From an optimization exercise on the open Yosys and OpenROAD flow, aimed at small area, a short achievable clock period and few clock cycles per item; shortcuts taken in it are not production practice.
Function was checked by simulation only, so behaviour that the tests miss may differ from the original.

Design julian_day_to_calendar_date, start of the top module:
module julian_day_to_calendar_date (
  input  logic                     clk,
  input  logic                     rst,
  input  logic                     stamp_valid,
  output logic                     stamp_ready,
  input  logic [IN_W-1:0]          stamp_julian_time,
  output logic                     date_valid,
  input  logic                     date_ready,
  output logic signed [YEAR_W-1:0] date_year,
  output logic [MONTH_W-1:0]       date_month,
  output logic [DAY_W-1:0]         date_day_whole,
  output logic [FO_W-1:0]          date_day_fraction
);
  logic adv;
  logic v1, v2, v3;
  logic out_v;
  logic en1, en2, en3;
  assign adv         = !out_v || date_ready;
  assign stamp_ready = adv;
  assign en1 = adv || !v1;
  assign en2 = adv || !v2;
  assign en3 = adv || !v3;
  always_ff @(posedge clk) begin
    if (rst) begin
      v1    <= 1'b0;
      v2    <= 1'b0;
      v3    <= 1'b0;
      out_v <= 1'b0;
    end else if (adv) begin
      v1    <= stamp_valid;
      v2    <= v1;
      v3    <= v2;
      out_v <= v3;
    end
  end
  logic [23:0] w;
  logic [8:0]  h;
  assign w = stamp_julian_time[38:15];
  assign h = w[23:15];
  logic [16:0] aes_a, aes_b;
  logic aes_t0;
  logic aes_t1;
  logic aes_t2;
  logic aes_t3;
  logic aes_t4;
  logic aes_t5;
  logic aes_t6;
  logic aes_t7;
  logic aes_t8;
  logic aes_t9;
  logic aes_t10;
  logic aes_t11;
  logic aes_t12;
  logic aes_t13;
  logic aes_t14;
  logic aes_t15;
  logic aes_t16;
  logic aes_t17;
  logic aes_t18;
  logic aes_t19;
  ...
For scale: about 180 flip-flops, ~15,000 um2 of cells after synthesis.
clock: 10.0 ns
lec_check: 0
cap_margin: 20
core_margin: 2
core_utilization: 60
setup_slack_margin: 5
slew_margin: 20
run.sh (not shown) runs the stock make flow with config.mk's settings and CLKGATE_MAP_FILE= SYNTH_SCRIPT=/design/flow/synth_recipe.tcl, a recipe that flattens the netlist after the stock synthesis.
Testbench counts at the start, summed over its fixed seeds: cycles 16,032, items 16,000.
Change:
--- a/flow/design.v
+++ b/flow/design.v
@@ -1749,31 +1749,33 @@
   assign mt[3]  = doy >= 9'd122;
   assign mt[4]  = doy >= 9'd153;
   assign mt[5]  = doy >= 9'd184;
   assign mt[6]  = doy >= 9'd214;
   assign mt[7]  = doy >= 9'd245;
   assign mt[8]  = doy >= 9'd275;
   assign mt[9]  = doy >= 9'd306;
   assign mt[10] = doy >= 9'd337;
+  logic [4:0]  mstart;
   always_comb begin
-    day_next   = 5'(doy[4:0] + 5'd1);
+    mstart     = 5'(0);
     month_next = 4'd3;
-    if (mt[0])  begin day_next = 5'(doy[4:0] - 5'd30);  month_next = 4'd4;  end
-    if (mt[1])  begin day_next = 5'(doy[4:0] - 5'd60);  month_next = 4'd5;  end
-    if (mt[2])  begin day_next = 5'(doy[4:0] - 5'd91);  month_next = 4'd6;  end
-    if (mt[3])  begin day_next = 5'(doy[4:0] - 5'd121); month_next = 4'd7;  end
-    if (mt[4])  begin day_next = 5'(doy[4:0] - 5'd152); month_next = 4'd8;  end
-    if (mt[5])  begin day_next = 5'(doy[4:0] - 5'd183); month_next = 4'd9;  end
-    if (mt[6])  begin day_next = 5'(doy[4:0] - 5'd213); month_next = 4'd10; end
-    if (mt[7])  begin day_next = 5'(doy[4:0] - 5'd244); month_next = 4'd11; end
-    if (mt[8])  begin day_next = 5'(doy[4:0] - 5'd274); month_next = 4'd12; end
-    if (mt[9])  begin day_next = 5'(doy[4:0] - 5'd305); month_next = 4'd1;  end
-    if (mt[10]) begin day_next = 5'(doy[4:0] - 5'd336); month_next = 4'd2;  end
+    if (mt[0])  begin mstart = 5'(31);  month_next = 4'd4;  end
+    if (mt[1])  begin mstart = 5'(61);  month_next = 4'd5;  end
+    if (mt[2])  begin mstart = 5'(92);  month_next = 4'd6;  end
+    if (mt[3])  begin mstart = 5'(122); month_next = 4'd7;  end
+    if (mt[4])  begin mstart = 5'(153); month_next = 4'd8;  end
+    if (mt[5])  begin mstart = 5'(184); month_next = 4'd9;  end
+    if (mt[6])  begin mstart = 5'(214); month_next = 4'd10; end
+    if (mt[7])  begin mstart = 5'(245); month_next = 4'd11; end
+    if (mt[8])  begin mstart = 5'(275); month_next = 4'd12; end
+    if (mt[9])  begin mstart = 5'(306); month_next = 4'd1;  end
+    if (mt[10]) begin mstart = 5'(337); month_next = 4'd2;  end
   end
+  assign day_next = doy[4:0] - mstart + 5'd1;
   logic [15:0] year_r;
   logic [3:0]  month_r;
   logic [4:0]  day_r;
   logic [15:0] frac_r;
   always_ff @(posedge clk) begin
     if (adv) begin
       year_r  <= y03 + 16'(5'(yp3) + 5'(mt[9]));
       month_r <= month_next;
After rerunning: The new run passed the timing, DRC and antenna checks. Clock-buffer cell count does not change. Core utilization came out higher by 0.51 points. Synthesized cell count came out lower by 9.8%. Global-route usage came out lower by 2.6 points. Synthesized area came out lower by 4.7%. First-iteration DRC count came out lower by 44%. Routed wire length came out lower by 16%. Final area came out lower by 5.1%. Die area came out lower by 4.6%.
Testbench counts after the change, summed over its fixed seeds: cycles 16,032, items 16,000.

## separate check: timing with driven ports
In the flow no input, the clock included, has a driving cell. The finished layouts below were timed again as built, in two steps. Step 1, drivers: a clkbuf_16 drives clk and a buf_2 each remaining input, both assumed. Step 2 moves the port delays by t, midway between the first and last clock arrival at a register: inputs arrive t later, outputs are due t later. That takes back most of the time a late clock gives input paths. Three values: no drivers, after step 1, after step 2; two values: the first two.
| run | t, ns | setup slack, ns | worst register clock-pin slew, ns |
|---|---|---|---|
| the first run | 0.484 | 5.072 / 5.045 / 4.717 | 0.09 / 0.09 |
| the second run | 0.482 | 5.059 / 5.030 / 4.793 | 0.09 / 0.09 |
After both steps setup and hold are still met in every run listed. For the first run, which loses most, drivers alone change the setup slack by -0.027 ns; drivers and shift together by -0.355 ns.
